Background: an optimization exercise with open tools, aiming at small area and a short achievable clock period. Do not read the settings as production practice.
The RTL was checked by simulation tests, not by an equivalence proof against the original design.
Power and IR drop assume default switching activity.

Setup of build 91:
==> flow/design.v <==
module dma_fifo_hold (
  input  logic en,
  input  logic en_n,
  input  logic d,
  input  logic q,
  output logic y
);
  assign y = (en & d) | (en_n & q);
endmodule
module dma_fifo_aoi222 (
  input  logic a1, a2, b1, b2, c1, c2,
  output logic y
);
  assign y = ~((a1 & a2) | (b1 & b2) | (c1 & c2));
endmodule
module dma_fifo_nand4 (
  input  logic a, b, c, d,
  output logic y
);
  assign y = ~(a & b & c & d);
endmodule
module dma_fifo_nand3 (
  input  logic a, b, c,
  output logic y
);
  assign y = ~(a & b & c);
endmodule
module dma_fifo_nor3 (
  input  logic a, b, c,
  output logic y
);
  assign y = ~(a | b | c);
endmodule
module dma_fifo #(
  parameter int DATA_WIDTH = 32,
  parameter int DEPTH      = 64
) (
  input  logic                    clk,
  input  logic                    rst,
  input  logic                    flush,
  input  logic                    fifo_wen,
  input  logic [DATA_WIDTH-1:0]   fifo_wdata,
  input  logic                    fifo_rden,
  output logic [DATA_WIDTH-1:0]   fifo_rdata,
  output logic                    fifo_is_empty,
  output logic                    fifo_is_full,
  output logic [$clog2(DEPTH):0]  fifo_count,
  output logic                    ovf,
  output logic                    udf
);
  localparam int NGRP = 21;
  logic [DEPTH-1:0][DATA_WIDTH-1:0] mem_q, mem_d;
  logic [3:0]            wp0_q, wp1_q, wp2_q;
  logic [DEPTH-1:0]      rsel_q;
  logic [6:0]            count_q;
  logic                  empty_q, full_q, ovf_q, udf_q;
  logic [DATA_WIDTH-1:0] rdata_q;
  logic                  wr_acc, rd_acc, clr, wr_mem;
  logic [DEPTH-1:0]      wen, wen_n, rsel;
  logic [NGRP:0][DATA_WIDTH-1:0] grp_n;    
  logic [5:0][DATA_WIDTH-1:0]    part;     
  logic [1:0][DATA_WIDTH-1:0]    half_n;   
  logic [DATA_WIDTH-1:0] rd_word;
  assign clr    = rst | flush;
  assign wr_acc = fifo_wen  & ~full_q  & ~flush;
  assign rd_acc = fifo_rden & ~empty_q & ~flush;
  assign wr_mem = fifo_wen & ~full_q;
  assign rsel = rsel_q;
  for (genvar i = 0; i < DEPTH; i++) begin : g_sel
    assign wen[i]   = wr_mem & wp0_q[i % 4] & wp1_q[(i / 4) % 4] & wp2_q[i / 16];
    assign wen_n[i] = ~wen[i];
  end
  for (genvar i = 0; i < DEPTH; i++) begin : g_row
    for (genvar j = 0; j < DATA_WIDTH; j++) begin : g_bit
      dma_fifo_hold u_hold (
        .en(wen[i]), .en_n(wen_n[i]), .d(fifo_wdata[j]), .q(mem_q[i][j]), .y(mem_d[i][j])
      );
    end
  end
  always_ff @(posedge clk) mem_q <= mem_d;
  for (genvar j = 0; j < DATA_WIDTH; j++) begin : g_rd
    for (genvar k = 0; k < NGRP; k++) begin : g_grp
      dma_fifo_aoi222 u_aoi (
        .a1(mem_q[3*k][j]),   .a2(rsel[3*k]),
        .b1(mem_q[3*k+1][j]), .b2(rsel[3*k+1]),
        .c1(mem_q[3*k+2][j]), .c2(rsel[3*k+2]),
        .y(grp_n[k][j])
      );
    end
    assign grp_n[NGRP][j] = ~(mem_q[DEPTH-1][j] & rsel[DEPTH-1]);
    for (genvar k = 0; k < 4; k++) begin : g_n4
      dma_fifo_nand4 u_n4 (
        .a(grp_n[4*k][j]), .b(grp_n[4*k+1][j]), .c(grp_n[4*k+2][j]), .d(grp_n[4*k+3][j]),
        .y(part[k][j])
      );
    end
    for (genvar k = 0; k < 2; k++) begin : g_n3
      dma_fifo_nand3 u_n3 (
        .a(grp_n[16+3*k][j]), .b(grp_n[17+3*k][j]), .c(grp_n[18+3*k][j]),
        .y(part[4+k][j])
      );
    end
    for (genvar k = 0; k < 2; k++) begin : g_o3
      dma_fifo_nor3 u_o3 (
        .a(part[3*k][j]), .b(part[3*k+1][j]), .c(part[3*k+2][j]),
        .y(half_n[k][j])
      );
    end
    assign rd_word[j] = ~(half_n[0][j] & half_n[1][j]);
  end
  always_ff @(posedge clk) begin
    if (clr) begin
      wp0_q   <= 4'b0001;
      wp1_q   <= 4'b0001;
      wp2_q   <= 4'b0001;
      rsel_q  <= {{(DEPTH-1){1'b0}}, 1'b1};
      count_q <= '0;
      empty_q <= 1'b1;
      full_q  <= 1'b0;
      ovf_q   <= 1'b0;
      udf_q   <= 1'b0;
    end else begin
      if (wr_acc) begin
        wp0_q <= {wp0_q[2:0], wp0_q[3]};
        if (wp0_q[3]) begin
          wp1_q <= {wp1_q[2:0], wp1_q[3]};
          if (wp1_q[3]) wp2_q <= {wp2_q[2:0], wp2_q[3]};
        end
      end
      if (rd_acc) rsel_q <= {rsel_q[DEPTH-2:0], rsel_q[DEPTH-1]};
      if (wr_acc & ~rd_acc) count_q <= count_q + 1'b1;
      else if (rd_acc & ~wr_acc) count_q <= count_q - 1'b1;
      empty_q <= ~wr_acc & (empty_q | (rd_acc & (count_q == 7'd1)));
      full_q  <= ~rd_acc & (full_q  | (wr_acc & (count_q == 7'd63)));
      ovf_q   <= ovf_q | (fifo_wen  & full_q);
      udf_q   <= udf_q | (fifo_rden & empty_q);
    end
  end
  always_ff @(posedge clk) begin
    if (rst)         rdata_q <= '0;
    else if (rd_acc) rdata_q <= rd_word;
  end
  assign fifo_rdata    = rdata_q;
  assign fifo_is_empty = empty_q;
  assign fifo_is_full  = full_q;
  assign fifo_count    = count_q;
  assign ovf           = ovf_q;
  assign udf           = udf_q;
endmodule
clock: 4.0 ns
lec_check: 0
cap_margin: 20
core_margin: 2
core_utilization: 50
cts_cluster_diameter: 100
cts_cluster_size: 30
setup_slack_margin: 1.0
slew_margin: 20
synth_hierarchical: 1
synth_minimum_keep_size: 0
run.sh (not shown) runs the stock make flow with config.mk's settings and CLKGATE_MAP_FILE= SYNTH_SCRIPT=/design/flow/synth_recipe.tcl, a recipe that flattens the netlist after the stock synthesis.
Here is what was changed in the inputs of build 70 compared with build 91.
- changing SETUP_SLACK_MARGIN from 1.0 to 2.0
### Flow results
Build 70 finished end to end and its layout was clean on timing, DRC and antenna.
rsel_q[33] as the start point of the critical path was reported by build 91, and rsel_q[27] by build 70.
~same worst path required time in build 70 and build 91
Build 70 against build 91: setup slack increased 0.31 ns, cell area after placement essentially unchanged, post-placement worst setup slack decreased 0.19 ns, total power increased about 0.4%.
Compared with build 91, build 70 shows peak supply drop higher by 60 uV.
In the metrics for build 70 and build 91, the one carrying the higher worst hold slack after final layout is build 70.
Diff build 91 -> build 70 | layout-stage area growth over the synthesis result | increase of 6.3 points
Compared with build 91, layout multi-input combinational cell count in build 70 increased slightly.
Changes in build 40 relative to build 70:
- putting GPL_TIMING_DRIVEN at 1 where nothing was set
- clearing CTS_CLUSTER_SIZE, which used to be 30
- swapping 2.0 for 1.0 in SETUP_SLACK_MARGIN
- clearing CTS_CLUSTER_DIAMETER, which used to be 100
Highest net fanout along the worst path ends up higher on build 40. Build 70 → build 40: height of the die barely changed, post-route total power climbed about 30%. Measured against each other, build 70 and build 40 differ in global-route usage, the higher figure coming from build 70. Count of buffers added by post-CTS timing repair for setup was lower in build 40 than in build 70. Re count of inserted tapcells: no difference whatsoever between build 40 and build 70. Count of H-tree levels built during CTS for build 40: 1 up relative to build 70. From build 70 to build 40 the numbers moved as follows: fraction of layout instances using a drive strength above 1 decreased 3.6 points, power density normalized to cell area increased 120 nW/um^2, maximum frequency decreased about 8%, via count of the first global-routing pass increased 1527.
Modified inputs, build 18 compared to build 40
- swapping 50 for 60 in CORE_UTILIZATION
- swapping 1.0 for 2.0 in SETUP_SLACK_MARGIN
- putting CTS_CLUSTER_DIAMETER at 100 where nothing was set
- putting CTS_CLUSTER_SIZE at 25 where nothing was set
### Flow results
Build 18: die area lower than build 40
Power share of the clock group was lower in the run labelled build 18.
Build 18: slack of the worst reg-to-reg path higher than build 40
Summary of build 18 over build 40: met3 wire length now larger, total cell area at the placement stage lost 700 sq um, critical path depth moved up, routed length on met2 dropped about 0.8%.

========
Another version of the RTL of dma_fifo (not shown whole).
Size: ~2200 flip-flops, about 74000 µm² of cells after synthesis.
make LEC_CHECK=0 CAP_MARGIN=20 CORE_MARGIN=2 CORE_UTILIZATION=50 CTS_CLUSTER_DIAMETER=100 CTS_CLUSTER_SIZE=25 SETUP_SLACK_MARGIN=1.5 SLEW_MARGIN=20 SYNTH_HIERARCHICAL=1 SYNTH_MINIMUM_KEEP_SIZE=0 finish   # period 4.0 ns
The starting point produced a clean layout.
Rerun with:
- SETUP_SLACK_MARGIN: 1.5 -> 2.0
After rerunning: Fmax is higher by about 7%. Core utilization is higher by 5.0 points. Routed wire length increases by about 11%. Via count goes up by 5.8%. Setup slack improved by 0.16 ns. Synthesized cell count does not change. Area after synthesis stays the same. Power is higher by about 0.6%. Count of clock-buffer cells in the layout came out higher by 1. Worst hold slack is better by 0.088 ns.
Rerun with:
- SETUP_SLACK_MARGIN: 2.0 -> 1.75
What happened:
- global-route usage decreases by 2.7 points
- combinational power falls by about 10%
- total power came out lower by about 0.9%
- worst setup slack gains 0.041 ns
- sequential share of layout area rose by 3.7 points
- wire length shrinks by about 8%
- via count is lower by 4.5%
- non-clock buffer count goes down by 348
Rerun with:
- CAP_MARGIN: 20 -> 10
- SLEW_MARGIN: 20 -> 10
The new run produced a clean layout.
Cell area is unchanged.
Synthesized cell count is unchanged.
Maximum frequency does not change.
Combinational power barely changes.

========
Another version of the RTL of dma_fifo (not shown whole).
Size: ~5,600 cells after synthesis, roughly 2,100 flip-flops, ~80 I/O pins, about 0.071 mm^2 of cells after synthesis.
export LEC_CHECK = 0
export CAP_MARGIN = 20
export CORE_MARGIN = 2
export CORE_UTILIZATION = 60
export SLEW_MARGIN = 20
export SYNTH_HIERARCHICAL = 1
export SYNTH_MINIMUM_KEEP_SIZE = 0
create_clock -name core_clock -period 4.0 [get_ports {clk}]
The starting point completed without violations.
Then changed:
Settings changed: SETUP_SLACK_MARGIN set to 1.6.
Effect: Wire length goes up by a few percent; global-route usage goes up by 0.86 points; total power goes up slightly; first-iteration DRC count goes up slightly; worst hold slack is better by 83 ps; synthesized area is unchanged; design area goes up by a few percent; non-clock buffer count goes up by 144; sequential power stays flat.

-- port drivers added, routing unchanged --
How much do the figures lean on ideal ports? The routed layouts below were timed once more, with nothing changed but the port constraints.
Step 1 sets driving cells, clkbuf_16 on the clock port and buf_2 on the other inputs (assumed; they add their load-dependent delay and slew).
Step 2 also shifts input and output timing later by t, the mid clock arrival at the registers, as if the neighbouring blocks saw the same clock.
a / b / c = ideal / step 1 / step 2; a / b = the first two.
run	shift t [ns]	slack for setup (ns)	worst setup path at the end	latest minus earliest clock arrival (ns)
build 91	0.826	0.972 / 0.972 / 0.429	input to register	0.037 / 0.038
build 70	0.818	1.285 / 1.285 / 1.212	input to register	0.040 / 0.041
build 40	0.899	1.043 / 1.043 / 0.431	input to register	0.030 / 0.031
build 18	0.818	1.203 / 1.203 / 1.181	input to register	0.037 / 0.038
the first run of note 2	0.838	1.481 / 1.447 / 0.777	input to register	0.036 / 0.036
the second run of note 2	0.845	1.643 / 1.551 / 1.031	input to register	0.042 / 0.043
the third run of note 2	0.823	1.684 / 1.606 / 1.005	input to register	0.031 / 0.032
the fourth run of note 2	0.823	1.684 / 1.606 / 1.005	input to register	0.031 / 0.032
the first run of note 3	0.903	0.118 / 0.118 / 0.118	register to register	0.023 / 0.023
the second run of note 3	0.908	0.247 / 0.247 / 0.247	register to register	0.025 / 0.024
After both steps setup and hold are still met in every run listed. For the first run of note 2, which loses most, drivers alone change the setup slack by -0.034 ns; drivers and shift together by -0.704 ns.
